Context: an optimization exercise on an open-source flow, tuned for small area, a short achievable clock period and few clock cycles per item. The choices shown serve that exercise and are no tape-out recipe.
No functional check of the RTL was part of any run shown here.
Power is estimated from default activity; no workload was simulated.

==> design/flow/design.v <==
package fp_addsub_pkg;
  typedef struct packed {
    logic                 sign;
    logic [8-1:0] exp;
    logic [23-1:0] frac;
  } fp_word_t;
  typedef struct packed {
    fp_word_t a;
    fp_word_t b;
    logic     sub;    
  } fp_op_t;
  typedef struct packed {
    logic overflow;
    logic underflow;
    logic inexact;
  } fp_flags_t;
  typedef struct packed {
    fp_word_t  value;
    fp_flags_t flags;
  } fp_res_t;
  typedef enum logic [2:0] {
    IDLE,
    PRE_NORMALIZING,
    OPERATION,
    NORMALIZING,
    SHIFTING_EXPONENT,
    ROUNDING,
    RESULT,
    RELEASE
  } lane_state_t;
endpackage
module fp_addsub_top (
  input  logic        clk,
  input  logic        rst_n,
  input  logic        in_req,
  output logic        in_ack,
  input  logic [64:0] in_op,      
  output logic        out_req,
  input  logic        out_ack,
  output logic [34:0] out_res     
);
  logic v1, v2, v3, rq, acc;
  logic xfer, pair, ready, accept, mv23;
  assign xfer    = v3 & rq & out_ack;              
  assign out_req = v3 & (rq | ~out_ack);
  assign pair    = (v1 & v2) | (v1 & v3) | (v2 & v3);
  assign ready   = ~pair | xfer;                   
  assign in_ack  = in_req & (acc | ready);
  assign accept  = in_req & ~acc & ready;
  assign mv23    = v2 & (~v3 | xfer);
  always_ff @(posedge clk) begin
    if (!rst_n) begin
      v1  <= 1'b0;
      v2  <= 1'b0;
      v3  <= 1'b0;
      rq  <= 1'b0;
      acc <= 1'b0;
    end else begin
      v1  <= accept;
      v2  <= v1 | (v2 & ~mv23);
      v3  <= mv23 | (v3 & ~xfer);
      rq  <= out_req & ~out_ack;
      acc <= in_req & in_ack;
    end
  end
  logic        a_s, b_s, op_sub;
  logic [7:0]  a_e, b_e;
  logic [22:0] a_f, b_f;
  logic        a_nz, b_nz, swap, s_nz;
  logic [7:0]  d_ab, d_ba, e_d_a;
  logic        sign_a, subx_a, l_nz_a;
  logic [7:0]  l_e_a;
  logic [22:0] l_f_a;
  logic [23:0] s_m_a;
  logic [4:0]  sh_a;
  always_comb begin
    {a_s, a_e, a_f, b_s, b_e, b_f, op_sub} = in_op;
    a_nz   = |a_e;
    b_nz   = |b_e;
    swap   = ({b_e, b_f} > {a_e, a_f}) & b_nz;
    d_ab   = a_e - b_e;
    d_ba   = b_e - a_e;
    sign_a = swap ? (b_s ^ op_sub) : a_s;
    subx_a = a_s ^ b_s ^ op_sub;
    l_nz_a = a_nz | b_nz;
    l_e_a  = swap ? b_e : a_e;
    l_f_a  = (swap ? b_f : a_f) & {23{l_nz_a}};
    s_nz   = swap ? a_nz : b_nz;
    s_m_a  = {s_nz, (swap ? a_f : b_f) & {23{s_nz}}};
    e_d_a  = (b_e > a_e) ? d_ba : d_ab;
    sh_a   = (e_d_a > 8'd26) ? 5'd27 : e_d_a[4:0];
  end
  logic        sign1, subx1, l_nz1;
  logic [7:0]  l_e1;
  logic [22:0] l_f1;
  logic [23:0] s_m1;
  logic [4:0]  sh1;
  always_ff @(posedge clk) begin
    sign1 <= sign_a;
    subx1 <= subx_a;
    l_nz1 <= l_nz_a;
    l_e1  <= l_e_a;
    l_f1  <= l_f_a;
    s_m1  <= s_m_a;
    sh1   <= sh_a;
  end
  logic [26:0] s_sh, al;
  logic        sticky;
  logic [27:0] sum_b;
  always_comb begin
    s_sh   = {s_m1, 3'b000} >> sh1;
    sticky = 1'b0;
    for (int j = 0; j < 24; j++) begin
      if (5'(j + 3) < sh1) sticky = sticky | s_m1[j];
    end
    al = {s_sh[26:1], s_sh[0] | sticky};
    if (subx1) sum_b = {1'b0, l_nz1, l_f1, 3'b000} - {1'b0, al};
    else       sum_b = {1'b0, l_nz1, l_f1, 3'b000} + {1'b0, al};
  end
  logic        sign2, subx2;
  logic [7:0]  l_e2;
  logic [27:0] sum2;
  always_ff @(posedge clk) begin
    if (v1) begin
      sign2 <= sign1;
      subx2 <= subx1;
      l_e2  <= l_e1;
      sum2  <= sum_b;
    end
  end
  logic        carry, zero, uf, ov, up, lost, rc, kill;
  logic [4:0]  lz;
  logic [31:0] lzx;
  logic [26:0] norm;
  logic [8:0]  e_f;
  logic        sign_d, up_d;
  logic [7:0]  e_d;
  logic [22:0] f_d;
  logic [2:0]  fl_d;
  logic [15:0] z1;  logic [15:0]   c1;
  logic [7:0]  z2;  logic [7:0][1:0] c2;
  logic [3:0]  z3;  logic [3:0][2:0] c3;
  logic [1:0]  z4;  logic [1:0][3:0] c4;
  always_comb begin
    lzx = {sum2[26:0], 5'b11111};
    for (int k = 0; k < 16; k++) begin
      z1[k] = ~lzx[2*k+1] & ~lzx[2*k];
      c1[k] = ~lzx[2*k+1];
    end
    for (int k = 0; k < 8; k++) begin
      z2[k] = z1[2*k+1] & z1[2*k];
      c2[k] = z1[2*k+1] ? {1'b1, c1[2*k]} : {1'b0, c1[2*k+1]};
    end
    for (int k = 0; k < 4; k++) begin
      z3[k] = z2[2*k+1] & z2[2*k];
      c3[k] = z2[2*k+1] ? {1'b1, c2[2*k]} : {1'b0, c2[2*k+1]};
    end
    for (int k = 0; k < 2; k++) begin
      z4[k] = z3[2*k+1] & z3[2*k];
      c4[k] = z3[2*k+1] ? {1'b1, c3[2*k]} : {1'b0, c3[2*k+1]};
    end
    lz = z4[1] ? {1'b1, c4[0]} : {1'b0, c4[1]};
  end
  always_comb begin
    carry = sum2[27];
    zero  = (sum2 == 28'd0);
    if (carry) norm = {sum2[27:2], sum2[1] | sum2[0]};
    else       norm = sum2[26:0] << lz;
    if (carry) begin
      up   = sum2[3] & (sum2[4] | sum2[2] | sum2[1] | sum2[0]);
      lost = |sum2[3:0];
      rc   = up & (&sum2[27:4]);
      ov   = ({1'b0, l_e2} + 9'(rc)) >= 9'd254;
    end else if (sum2[26]) begin
      up   = sum2[2] & (sum2[3] | sum2[1] | sum2[0]);
      lost = |sum2[2:0];
      rc   = up & (&sum2[26:3]);
      ov   = ({1'b0, l_e2} + 9'(rc)) >= 9'd255;
    end else if (sum2[25]) begin
      up   = sum2[1] & (sum2[2] | sum2[0]);
      lost = |sum2[1:0];
      rc   = up & (&sum2[25:2]);
      ov   = (l_e2 == 8'd255) & rc;
    end else begin
      up   = 1'b0;
      lost = 1'b0;
      rc   = 1'b0;
      ov   = 1'b0;
    end
    uf   = ~zero & ~carry & ({1'b0, l_e2} <= {4'd0, lz});
    kill = uf | ov;
    e_f  = {1'b0, l_e2} + 9'(carry) + 9'(rc) - {4'd0, (carry ? 5'd0 : lz)};
    sign_d = zero ? (sign2 & ~subx2) : sign2;
    e_d    = ov ? 8'hff : ((zero | uf) ? 8'd0 : e_f[7:0]);
    f_d    = kill ? 23'd0 : norm[25:3];
    up_d   = up & ~kill;
    fl_d   = {ov, uf, lost | kill};
  end
  logic        sign3, up3;
  logic [7:0]  e3;
  logic [22:0] f3;
  logic [2:0]  fl3;
  always_ff @(posedge clk) begin
    if (mv23) begin
      sign3 <= sign_d;
      up3   <= up_d;
      e3    <= e_d;
      f3    <= f_d;
      fl3   <= fl_d;
    end
  end
  assign out_res = {sign3, e3, f3 + 23'(up3), fl3};
endmodule
==> design/flow/run.sh <==
#!/bin/bash
# synth_recipe.tcl (not shown) runs the flow's synth.tcl, then flattens the netlist and writes it again
# the make line also repeats each setting of config.mk as NAME=value (left out here)
make -C /OpenROAD-flow-scripts/flow DESIGN_CONFIG=/design/flow/config.mk WORK_HOME=/design/flow/orfs CLKGATE_MAP_FILE= SYNTH_SCRIPT=/design/flow/synth_recipe.tcl finish
==> design/flow/config.mk <==
export PLATFORM = sky130hd
export DESIGN_NAME = fp_addsub_top
export DESIGN_NICKNAME = fp_addsub_top
export VERILOG_FILES = /design/flow/design.v
export SDC_FILE = /design/flow/constraint.sdc
export NUM_CORES = 4
export LEC_CHECK = 0
export ABC_AREA = 1
export CAP_MARGIN = 20
export CORE_MARGIN = 2
export CORE_UTILIZATION = 40
export SLEW_MARGIN = 20
==> design/flow/constraint.sdc <==
create_clock -name core_clock -period 6.5 [get_ports {clk}]
set_input_delay 1.3000 -clock core_clock [delete_from_list [all_inputs] [get_ports {clk}]]
set_output_delay 1.3000 -clock core_clock [all_outputs]
set_load 0.01 [all_outputs]
==> results.toml, run 1 <==
[critical_path]
critPathLaunchType = "flip-flop"
critPathKind = "flip-flop to flip-flop"
worstPathArrival_ps = 5290
critPathLaunch = "sh1[1]"
required_ps = 6700
cp_max_fo = 27
regToRegStartpoint = "sh1[1]"
endpoint_kind = "flip-flop"

[floorplanning]
initial_core_util = 0.407
die_h_um = 189
pin_count = 106
die_area_um2 = 35800
coreArea_um2 = 33700
die_w_um = 189
rows = 67

[sta]
maxSlewHeadroom = 0.322
rsz0062_at_grt = "false"
finalHoldViolCount = 0
skew_ps = 18.1
setup-violations-final = 0
slew_violations = 0
worstMarginPinSlew_ps = 1010
finalCriticalPeriod_ps = 5090
timing.fmax_ghz = 0.197
fin_crit_sh = 0.783
tns_ps = 0

[synthesis]
synth-edff-count = 74
synth_warnings = 1
synth-main-ff-cell = "edfxtp_1"
syn-cell-area_um2 = 13700
syn_avg_cell_area_um2 = 6.40
seq_area_frac_synth = 0.261
netlist_instances = 2143
synthArstFlopShare = 0
yosysUniqueCellTypes = 58
syn_nets = 2328
ys_ff_latch = 142

[power]
power.internal_mw = 2.12
clkPwrFrac = 0.284
seqPwrFrac = 0.325
swShare = 0.415
p_sw_mw = 1.50
p_comb_frac = 0.390
p_leak_nw = 7.26
ir_drop_mv = 0.197
p_per_area_nw_per_um2 = 231

[clocking]
ctsRootBufferMaster = "clkbuf_16"
cts_max_level = 4
clkTransAtPathRegs_ps = 80
cts_hold_buf = 0
clock_latency_ps = 440
cts_resized = 0
clockBufferDepth = 2
cts_tree = "yes"
cts_made_buffers = 17
clock-sinks = 142
postCtsSetupBuffers = 0

[cells_and_area]
final_cell_area_um2 = 15700
layout-drive-gt1-share = 0.0375
n_antenna_cell = 0
seq_area_um2 = 3580
fill_cells = 3479
final_util = 0.466
multi_input_area_um2 = 8790
fin_nets = 2388
area_delta_synth_final_pct = 14.3

[route]
drtPass1Iterations = 5
drc = 0
viasPerCell = 5.49
vias = 14600
wl_um = 47800
wl_per_cell_um = 17.9
first_iter_violations = 1270
ant_nets = 0

[place]
gp_congestion = 0.977
port_buffers = 105
dp_hpwl_um = 38400
placed_area_um2 = 15100

[run]
maxCapViolCount = 0

[global_route]
gr-usage-met2 = 0.424
grt_pass1_vias = 13600
grt.busiest_layer = "met2"
gr-total-overflow = 0
grt_max_degree = 50
gr-usage-met3 = 0.0373
antenna_found_initial = 0
grtUsageTotal = 0.265
grt_use_met1 = 0.365
grt_pass1_wl_um = 74700

[run_status]
status = "timing/DRC/antenna clean"

[min_path]
hp-class = "flip-flop to flip-flop"
hp-start = "l_e1[3]"
-- layer usage --
metal | share of wire | up-vias
li1 | - | 7236
met3 | 0.073 | 81
met2 | 0.45 | 677
met5 | 0 | -
met4 | 0.030 | 0
met1 | 0.45 | 6629
-- worst max-delay path: stages (launching register included) --
cell and delay (ps):
dfxtp_1 960, inv_2 450, nor2_1 440, nand2_1 110, o211ai_1 150, a221oi_1 180
inv_1 80, ha_1 220, inv_1 90, fa_1 360, inv_1 90, a21oi_1 60
o21ai_0 570, a21oi_1 180, o31ai_1 450, a21oi_1 170, nand2_1 90, nand2_1 50
nand2_1 60, nand2_1 80
-- through the flow --
| step | cells | setup WS (ps) | power (mW) | hold slack [ps] |
|---|---|---|---|---|
| floorplan | 2143 | 2900 | 2.13 | 386 |
| detailed placement | 2632 | 1480 | 2.58 | 389 |
| global placement | 2632 | 1610 | 2.58 | 387 |
| global route | 2664 | 1040 | 3.86 | 409 |
| CTS | 2664 | 1500 | 3.61 | 405 |
| finish | 2664 | 1410 | 3.63 | 404 |
-- sequential cells by signal (all words and copies together), names as in the netlist, 3 cells and up --
signal and count:
fl3 3, sum2 28, l_e2 8, l_f1 23, sh1 5, s_m1 24
f3 23, l_e1 8, e3 8
-- synthesized netlist by cell type, types with 5 or more instances --
cell / instances / area [µm²]
nand4_1: 36 / 225
nor2_1: 176 / 661
nor3_1: 20 / 100
o21ai_0: 146 / 731
edfxtp_1: 74 / 2220
nand2_2: 8 / 50.1
a31oi_1: 22 / 138
inv_1: 253 / 950
o21a_1: 6 / 45.0
dfxtp_1: 68 / 1360
xnor2_1: 10 / 87.6
nand2_1: 589 / 2210
clkbuf_1: 43 / 161
a21oi_1: 140 / 701
buf_2: 24 / 120
inv_2: 7 / 26.3
o21ai_1: 11 / 55.1
nand3_1: 261 / 1310
fa_1: 5 / 100
xor2_1: 43 / 377
nor4_1: 12 / 75.1
ha_1: 111 / 1390
o211ai_1: 7 / 52.6
o21bai_1: 7 / 52.6
-- placed cells by master (no fill, tap or decap), types with 3 or more instances in the layout --
cell type        count
o221ai_1             3
a211oi_1             4
nand3_1            261
inv_2                7
nor2_2               3
or2_2                3
nor2_4               5
nor4_1              12
xnor2_1             10
o211ai_1             7
fa_1                 5
ha_1               111
edfxtp_1            74
dfxtp_1             67
inv_1              253
o21a_1               6
nand3b_1             3
a21oi_1            140
nand4_1             36
o21bai_1             7
a31oi_1             22
nand2_2              8
xor2_1              43
clkinv_4             4
o21ai_1             12
nor3_1              20
nand2_1            589
buf_4               14
o21ai_0            145
nor2_1             175
clkbuf_16           19
clkdlybuf4s50_1    105
-- final cells by class --
class	count	area share
inverters	263	0.0630
clock inverters	11	0.00750
flip-flops and latches	142	0.228
multi-input cells	1660	0.560
well taps	448	0.0357
repair buffers	119	0.0737
clock buffers	21	0.0315
-- kinds of logic after synthesis --
group,count (synthesis),share of synthesized area
compound gates,363,0.144
xor+xnor,53,0.0338
fa+ha+maj,116,0.108
buf+inv,341,0.0991
flops,142,0.261
mux,1,0.000729
simple gates,1127,0.353
-- final timing paths --
path                            cells past startpoint       end  slack [ps]
worst min register to register                      0   l_e2[3]         400
worst max register to register                     19  sum2[21]        1410
worst min-delay path                                0   l_e2[3]         400
worst max-delay path                               19  sum2[21]        1410
-- power groups by stage --
| stage | registers, mW | logic, mW | clock network, mW |
|---|---|---|---|
| after floorplan | 1.13 | 0.994 | 0 |
| after global placement | 1.20 | 1.39 | 0 |
| after detailed placement | 1.20 | 1.38 | 0 |
| after CTS | 1.18 | 1.39 | 1.04 |
| after global routing | 1.19 | 1.59 | 1.08 |
| final | 1.18 | 1.42 | 1.03 |
==> run 2, diff against run 1 <==
--- a/design/flow/design.v
+++ b/design/flow/design.v
@@ -47,7 +47,7 @@
   assign ready   = ~pair | xfer;                   
   assign in_ack  = in_req & (acc | ready);
   assign accept  = in_req & ~acc & ready;
-  assign mv23    = v2 & (~v3 | xfer);
+  assign mv23    = v2 & ~v3;                      
   always_ff @(posedge clk) begin
     if (!rst_n) begin
       v1  <= 1'b0;
@@ -128,12 +128,14 @@
       sum2  <= sum_b;
     end
   end
-  logic        carry, zero, uf, ov, up, lost, rc, kill;
+  logic        carry, zero, uf, ov, up, lost, rc, kill, g, rs, wsel;
+  logic [23:0] keep;
+  logic [22:0] rnd;
   logic [4:0]  lz;
   logic [31:0] lzx;
   logic [26:0] norm;
   logic [8:0]  e_f;
-  logic        sign_d, up_d;
+  logic        sign_d;
   logic [7:0]  e_d;
   logic [22:0] f_d;
   logic [2:0]  fl_d;
@@ -164,50 +166,48 @@
   always_comb begin
     carry = sum2[27];
     zero  = (sum2 == 28'd0);
-    if (carry) norm = {sum2[27:2], sum2[1] | sum2[0]};
-    else       norm = sum2[26:0] << lz;
+    norm  = sum2[26:0] << lz;                  
     if (carry) begin
-      up   = sum2[3] & (sum2[4] | sum2[2] | sum2[1] | sum2[0]);
-      lost = |sum2[3:0];
-      rc   = up & (&sum2[27:4]);
-      ov   = ({1'b0, l_e2} + 9'(rc)) >= 9'd254;
+      keep = sum2[27:4];
+      g    = sum2[3];
+      rs   = |sum2[2:0];
     end else if (sum2[26]) begin
-      up   = sum2[2] & (sum2[3] | sum2[1] | sum2[0]);
-      lost = |sum2[2:0];
-      rc   = up & (&sum2[26:3]);
-      ov   = ({1'b0, l_e2} + 9'(rc)) >= 9'd255;
-    end else if (sum2[25]) begin
-      up   = sum2[1] & (sum2[2] | sum2[0]);
-      lost = |sum2[1:0];
-      rc   = up & (&sum2[25:2]);
-      ov   = (l_e2 == 8'd255) & rc;
+      keep = sum2[26:3];
+      g    = sum2[2];
+      rs   = |sum2[1:0];
     end else begin
-      up   = 1'b0;
-      lost = 1'b0;
-      rc   = 1'b0;
-      ov   = 1'b0;
-    end
+      keep = sum2[25:2];
+      g    = sum2[1];
+      rs   = sum2[0];
+    end
+    up   = g & (rs | keep[0]);
+    lost = g | rs;
+    rc   = up & (&keep);
+    rnd  = keep[22:0] + 23'(up);
+    wsel = carry | sum2[26] | sum2[25];
+    if (carry)          ov = ({1'b0, l_e2} + 9'(rc)) >= 9'd254;
+    else if (sum2[26])  ov = ({1'b0, l_e2} + 9'(rc)) >= 9'd255;
+    else if (sum2[25])  ov = (l_e2 == 8'd255) & rc;
+    else                ov = 1'b0;
     uf   = ~zero & ~carry & ({1'b0, l_e2} <= {4'd0, lz});
     kill = uf | ov;
     e_f  = {1'b0, l_e2} + 9'(carry) + 9'(rc) - {4'd0, (carry ? 5'd0 : lz)};
     sign_d = zero ? (sign2 & ~subx2) : sign2;
     e_d    = ov ? 8'hff : ((zero | uf) ? 8'd0 : e_f[7:0]);
-    f_d    = kill ? 23'd0 : norm[25:3];
-    up_d   = up & ~kill;
+    f_d    = kill ? 23'd0 : (wsel ? rnd : norm[25:3]);
     fl_d   = {ov, uf, lost | kill};
   end
-  logic        sign3, up3;
+  logic        sign3;
   logic [7:0]  e3;
   logic [22:0] f3;
   logic [2:0]  fl3;
   always_ff @(posedge clk) begin
     if (mv23) begin
       sign3 <= sign_d;
-      up3   <= up_d;
       e3    <= e_d;
       f3    <= f_d;
       fl3   <= fl_d;
     end
   end
-  assign out_res = {sign3, e3, f3 + 23'(up3), fl3};
+  assign out_res = {sign3, e3, f3, fl3};
 endmodule
--- a/design/flow/config.mk
+++ b/design/flow/config.mk
@@ -9,4 +9,5 @@
 export CAP_MARGIN = 20
 export CORE_MARGIN = 2
 export CORE_UTILIZATION = 40
+export SETUP_SLACK_MARGIN = 3.1
 export SLEW_MARGIN = 20
==> run 2 against run 1 <==
Compared with the run above: clock power about the same; utilization rose by 12 points; die area is 3.6% higher.
==> results.toml, run 2 <==
[synthesis]
yosysUniqueCellTypes = 60
yosysMostFrequentCell = "nand2_1"
synth_area_leaders = "nand2_1, edfxtp_1, ha_1, dfxtp_1, nand3_1"
synth.top_cell.area_share = 0.155
synth_xor_area_frac = 0.0302
netlist_instances = 2269
ys_ff_latch = 141
synth.mux.area_fraction = 0.000703
yosys.area.top_type = "nand2_1"
synth_top_family_by_area = "simple AND/OR/NAND/NOR gates"
synthArstFlopShare = 0
seq_area_frac_synth = 0.250
synth_compound_area_frac = 0.154
synthSimpleGateAreaFrac = 0.354
synth_warnings = 1
synth_fa_ha_area_frac = 0.103
synth-edff-count = 73
syn_nets = 2452
syn-cell-area_um2 = 14200
synthTopCellsByCount = "nand2_1, inv_1, nor2_1, nand3_1, o21ai_0"
synth-main-ff-cell = "edfxtp_1"
syn_avg_cell_area_um2 = 6.27

[cells_and_area]
final_cell_mix = "nand2_1, inv_1, nand3_1"
layout-drive-gt1-share = 0.276
multi_input_area_um2 = 11500
largest_reg_flops = 28
area_delta_synth_final_pct = 45.4
final_cells = 3008
fin_nets = 2716
fill_cells = 3338
largest_register = "sum2"
layout_commonest_cell = "nand2_1"
largestRegisters = "sum2 (28), s_m1 (24)"
seq_area_um2 = 3570

[critical_path]
cp_cell_sequence = "buf_6 -> buf_6 -> nor2_4 -> nand2_4 -> nor2_4 -> inv_4 -> nor2_4 -> buf_6 -> buf_12 -> nand2_8 -> nand2_8 -> nand2_4 -> fa_2 -> buf_6 -> a21oi_4 -> nor2_2 -> o21ai_2 -> nand2_1 -> a21oi_2 -> nor2_2 -> o21ai_1 -> nand2_1 -> xor2_1 -> o21ai_1"
required_ps = 6690
endpoint_kind = "flip-flop"
cp_max_fo = 5
regToRegStartpoint = "sum2[26]"
slowest_stage = "edfxtp_1"
rr_endpoint = "e3[7]"
critPathMaxStageDelay_ps = 430
cpMostUsedCell = "buf_6"
r2r_cells = 24
worstPathArrival_ps = 3890
critPathLaunchType = "flip-flop"
regToRegSetupSlack_ps = 2810
critPathKind = "flip-flop to flip-flop"

[sta]
setup-violations-final = 0
finalCriticalPeriod_ps = 3690
fin_crit_sh = 0.568
maxSlewHeadroom = 0.340
finalHoldViolCount = 0
slew_violations = 0
worstMarginPinSlew_ps = 989
timing.fmax_ghz = 0.271
rsz0062_at_grt = "true"
tns_ps = 0
skew_ps = 13.2

[floorplanning]
die_w_um = 193
rows = 69
die_h_um = 193
initial_core_util = 0.403
coreArea_um2 = 35300
pin_count = 106
die_area_um2 = 37100

[clocking]
cts_made_buffers = 17
cts_tree = "yes"
clock-sinks = 141
cts_max_level = 4
clockBufferDepth = 2
clkTransAtPathRegs_ps = 70
ctsRootBufferMaster = "clkbuf_16"
clock_latency_ps = 440

[power]
p_leak_nw = 9.40
ir_drop_mv = 0.205
p_per_area_nw_per_um2 = 210

[route]
vias = 17000
first_iter_violations = 1890
wl_um = 58500
ant_nets = 0
wl_per_cell_um = 19.4
drtPass1Iterations = 6
viasPerCell = 5.64
drc = 0

[global_route]
grt_pass1_wl_um = 86400
grt_max_degree = 42
gr-total-overflow = 0
grt_pass1_vias = 15400
grtUsageTotal = 0.303
antenna_found_initial = 1

[min_path]
hp-class = "flip-flop to flip-flop"
hp-start = "l_e1[6]"
hold_depth = 0
worst_hold_path.endpoint = "l_e2[6]"

[run_status]
status = "timing/DRC/antenna clean"

[place]
place_inst = 2755
gp_congestion = 0.971
port_buffers = 105
dp_hpwl_um = 40600

[run]
maxCapViolCount = 0
-- run 2: cell count changes in the layout (fill, tap and decap cells not counted), sizes merged, moves of 12 or more --
cell and change:
o21ai +29, inv +26, clkdlybuf4s50 -54, dlymetal6s2s +42
buf +197, nand2 +12, nand3 -36, nor2 +88
-- run 2: metrics by stage --
stage               instance area (µm²)  hold slack [ps]  worst slack (ps)   util  power (mW)
floorplan                         14200              386              3110      -        2.15
global placement                  15500              387              1580  0.439        2.63
detailed placement                15500              389              1500  0.439        2.63
CTS                               18700              404              2890  0.529        3.99
global route                      20700              406              2670  0.586        4.57
finish                            20700              403              2810  0.586        4.35
-- run 2: cell families after synthesis --
logic type               after synthesis
XOR/XNOR                              49
AO/OA/AOI/OAI                        400
flip-flops                           141
AND/OR/NAND/NOR                     1181
multiplexers                           1
adder cells (fa/ha/maj)              114
buffers and inverters                383
-- run 2: cell type report --
type | count | area share
clock buffers | 24 | 0.0259
repair inverters | 6 | 0.00224
well taps | 461 | 0.0279
clock inverters | 8 | 0.00351
repair buffers | 317 | 0.153
multi-input cells | 1758 | 0.556
inverters | 292 | 0.0593
flip-flops and latches | 141 | 0.173
diodes | 1 | 0.000121
-- run 2: timing repair --
item                       in CTS  in global routing
gates resized for setup       366                335
gates cloned                   24                  2
hold buffers                    0                  0
buffers inserted              108                 86
setup endpoints to repair     121                116
pin swaps                      77                129
-- run 2: how the worst max path moves through the flow --
stage          startpoint        to
6_report         sum2[26]     e3[7]
5_1_grt          sum2[26]     e3[7]
2_1_floorplan    sum2[21]     e3[7]
3_3_place_gp    in_op[30]   s_m1[7]
4_1_cts          sum2[26]     e3[7]
3_5_place_dp    in_op[30]  s_m1[12]
-- run 2: critical path, delay by kind of cell, from the launching register on --
family          cells  cell delay [ps]
fa+ha+maj           1              410
simple gates       11             1030
xor+xnor            1              140
compound gates      5              660
buf+inv             6              730
flops               1              430
-- run 2: metal layers --
metal | up-vias | track usage | share of wire
li1 | 8024 | - | -
met1 | 7978 | 0.410 | 0.43
met2 | 844 | 0.481 | 0.45
met3 | 133 | 0.0620 | 0.090
met4 | 0 | 0.0972 | 0.033
met5 | - | 0 | 0
-- run 2: where the power goes --
part	leakage (nW)	internal, mW	total (mW)	switching [mW]
clock	0.307	0.616	1.03	0.412
sequential	1.24	1.05	1.17	0.120
combinational	7.85	0.857	2.15	1.29
==> run 3, diff against run 2 <==
--- a/design/flow/config.mk
+++ b/design/flow/config.mk
@@ -9,5 +9,6 @@
 export CAP_MARGIN = 20
 export CORE_MARGIN = 2
 export CORE_UTILIZATION = 40
-export SETUP_SLACK_MARGIN = 3.1
+export SETUP_SLACK_MARGIN = 2.9
 export SLEW_MARGIN = 20
+export TNS_END_PERCENT = 5
==> run 3 against run 2 <==
Compared with the run above: still clean on timing, DRC and antenna; combinational power fell by 25%; via count is 6.0% lower; setup slack worse by 99 ps; synthesized cell count unchanged; critical path type unchanged; highest routed layer is now met5.
==> results.toml, run 3 <==
[run_status]
status = "timing/DRC/antenna clean"

[sta]
setup-violations-final = 0
worstMarginPinSlew_ps = 1020
tns_ps = 0
rsz0062_at_grt = "true"
fin_crit_sh = 0.584
finalHoldViolCount = 0
maxSlewHeadroom = 0.318
finalCriticalPeriod_ps = 3790
timing.fmax_ghz = 0.264
slew_violations = 0
skew_ps = 15.5

[power]
swShare = 0.418
clkPwrFrac = 0.272
p_per_area_nw_per_um2 = 220
p_comb_frac = 0.423
seqPwrFrac = 0.305
p_sw_mw = 1.59
power.internal_mw = 2.22
p_leak_nw = 7.89
ir_drop_mv = 0.199

[synthesis]
seq_area_frac_synth = 0.250
synth_warnings = 1
ys_ff_latch = 141
synth_area_leaders = "nand2_1, edfxtp_1, ha_1, dfxtp_1, nand3_1"
synth-main-ff-cell = "edfxtp_1"
synthArstFlopShare = 0
synth.top_cell.area_share = 0.155
syn-cell-area_um2 = 14200
yosysMostFrequentCell = "nand2_1"
yosys.area.top_type = "nand2_1"
syn_nets = 2452
synthTopCellsByCount = "nand2_1, inv_1, nor2_1, nand3_1, o21ai_0"
synth-edff-count = 73
netlist_instances = 2269
yosysUniqueCellTypes = 60
syn_avg_cell_area_um2 = 6.27

[cells_and_area]
final_cell_mix = "nand2_1, inv_1, nor2_1"
largest_reg_flops = 28
largest_register = "sum2"
layout_commonest_cell = "nand2_1"
final_util = 0.491
largestRegisters = "sum2 (28), s_m1 (24)"
n_antenna_cell = 0
area_delta_synth_final_pct = 21.7
layout-drive-gt1-share = 0.106
fin_nets = 2560

[route]
drtPass1Iterations = 7
wl_um = 53100
first_iter_violations = 1577
vias = 16000
viasPerCell = 5.60
ant_nets = 0
drc = 0
wl_per_cell_um = 18.6

[global_route]
grt_max_degree = 45
grt_pass1_vias = 14300
grtUsageTotal = 0.279
antenna_found_initial = 2
gr-total-overflow = 0
grt_pass1_wl_um = 79600

[place]
dp_hpwl_um = 40200
gp_congestion = 0.972
port_buffers = 105

[floorplanning]
rows = 69
coreArea_um2 = 35300
initial_core_util = 0.403
pin_count = 106
die_w_um = 193
die_h_um = 193
die_area_um2 = 37100

[clocking]
clockBufferDepth = 2
clock-sinks = 141
cts_max_level = 4
ctsRootBufferMaster = "clkbuf_16"
cts_made_buffers = 17
cts_tree = "yes"
clkTransAtPathRegs_ps = 70
clock_latency_ps = 460

[critical_path]
worstPathArrival_ps = 4000
critPathLaunchType = "flip-flop"
cp_max_fo = 5
cp_cell_sequence = "buf_6 -> buf_16 -> nand2_1 -> o211ai_1 -> o21ai_1 -> nand2_1 -> nor2_4 -> inv_1 -> nor4_4 -> buf_4 -> fa_2 -> inv_2 -> fa_2 -> o31ai_4 -> and2_4 -> nor2_1 -> nor2_1 -> o21ai_1 -> nand2_1 -> o21ai_1"
required_ps = 6710
endpoint_kind = "flip-flop"
slowest_stage = "edfxtp_1"
critPathKind = "flip-flop to flip-flop"
regToRegSetupSlack_ps = 2710
critPathMaxStageDelay_ps = 440

[run]
maxCapViolCount = 0

[min_path]
hp-class = "flip-flop to flip-flop"
-- run 3: worst paths after layout --
path / from / endpoint / cells past startpoint
setup / recovery: sum2[26] / e3[6] / 20
hold / removal: sign1 / sign2 / 0
setup reg to reg: sum2[26] / e3[6] / 20
hold reg to reg: sign1 / sign2 / 0
-- run 3: critical path: cells and delay by family (launching register included) --
| kind | cells | cell delay, ps |
|---|---|---|
| AOI/OAI and AO/OA | 5 | 680 |
| adders and majority gates | 2 | 620 |
| buffers and inverters | 5 | 640 |
| DFF | 1 | 440 |
| and+or+nand+nor | 8 | 1180 |
-- run 3: cell families after synthesis --
group                    count (synthesis)  synth area share
buffers and inverters                  383             0.109
multiplexers                             1          0.000703
AND/OR/NAND/NOR                       1181             0.354
XOR/XNOR                                49            0.0302
AO/OA/AOI/OAI                          400             0.154
adder cells (fa/ha/maj)                114             0.103
flip-flops                             141             0.250
-- run 3: layout make-up --
type	instances	area, µm²
Clock buffer	19	433
Timing Repair Buffer	173	1740
Fill cell	3606	18000
Clock inverter	13	164
Tap cell	461	577
Timing Repair inverter	1	5.00
Sequential cell	141	3560
Inverter	292	1170
Multi-Input combinational cell	1751	9680
-- run 3: repair_timing --
item / CTS / global route
endpoints found under the setup margin: 122 / 113
setup buffers: 26 / 27
hold buffers: 0 / 0
gates resized for setup: 106 / 97
gates cloned: 9 / 2
pin swaps: 15 / 29
-- run 3: through the flow --
step           instance area (µm²)  setup WS, ps  cells  total power, mW  hold WS, ps
2_1_floorplan                14200          2910   2269             2.15          386
3_3_place_gp                 15500          1550   2755             2.61          387
5_1_grt                      17300          2540   2851             4.02          408
3_5_place_dp                 15500          1570   2755             2.61          391
4_1_cts                      16800          2770   2822             3.72          398
6_report                     17300          2710   2851             3.81          396
-- run 3: layer usage --
metal  part of all wire  track usage
met1               0.44        0.392
met4              0.024       0.0790
met2               0.45        0.441
met3              0.084       0.0453
met5            0.00028            0
-- run 3: power groups by stage --
stage               sequential (mW)  combinational [mW]  clock (mW)
detailed placement             1.18                1.43           0
finish                         1.16                1.61        1.03
global route                   1.17                1.77        1.08
floorplan                      1.13                1.02           0
CTS                            1.16                1.51        1.04
global placement               1.18                1.43           0

[static timing again, ports no longer ideal]
The flow's constraints put no driver on any port. The routed layouts listed below were extracted and timed again, unchanged, in two steps.
Step 1 sets driving cells, clkbuf_16 on the clock port and buf_2 on the other inputs (assumed; they add their load-dependent delay and slew).
Step 2 times the ports against the registers' clock, not the clock port: input delays grow and output delays shrink by t, the midpoint of the rising clock arrivals with the driver on.
a / b / c = ideal / step 1 / step 2; a / b = the first two.
| run | t (ns) | slack for setup (ns) | worst hold slack (ns) | slew at the worst register clock pin (ns) | worst slew at a driven data input, ns |
|---|---|---|---|---|---|
| run 1 | 0.485 | 1.413 / 1.413 / 1.413 | 0.404 / 0.404 / 0.404 | 0.08 / 0.08 | 0.05 |
| run 2 | 0.486 | 2.805 / 2.805 / 2.707 | 0.403 / 0.403 / 0.403 | 0.07 / 0.07 | 0.06 |
| run 3 | 0.497 | 2.706 / 2.706 / 2.331 | 0.396 / 0.396 / 0.396 | 0.07 / 0.07 | 0.05 |
After both steps setup and hold are still met in every run listed. The setup slack of run 3, which loses most, moves by 0.000 ns with the drivers and by -0.375 ns with both steps.
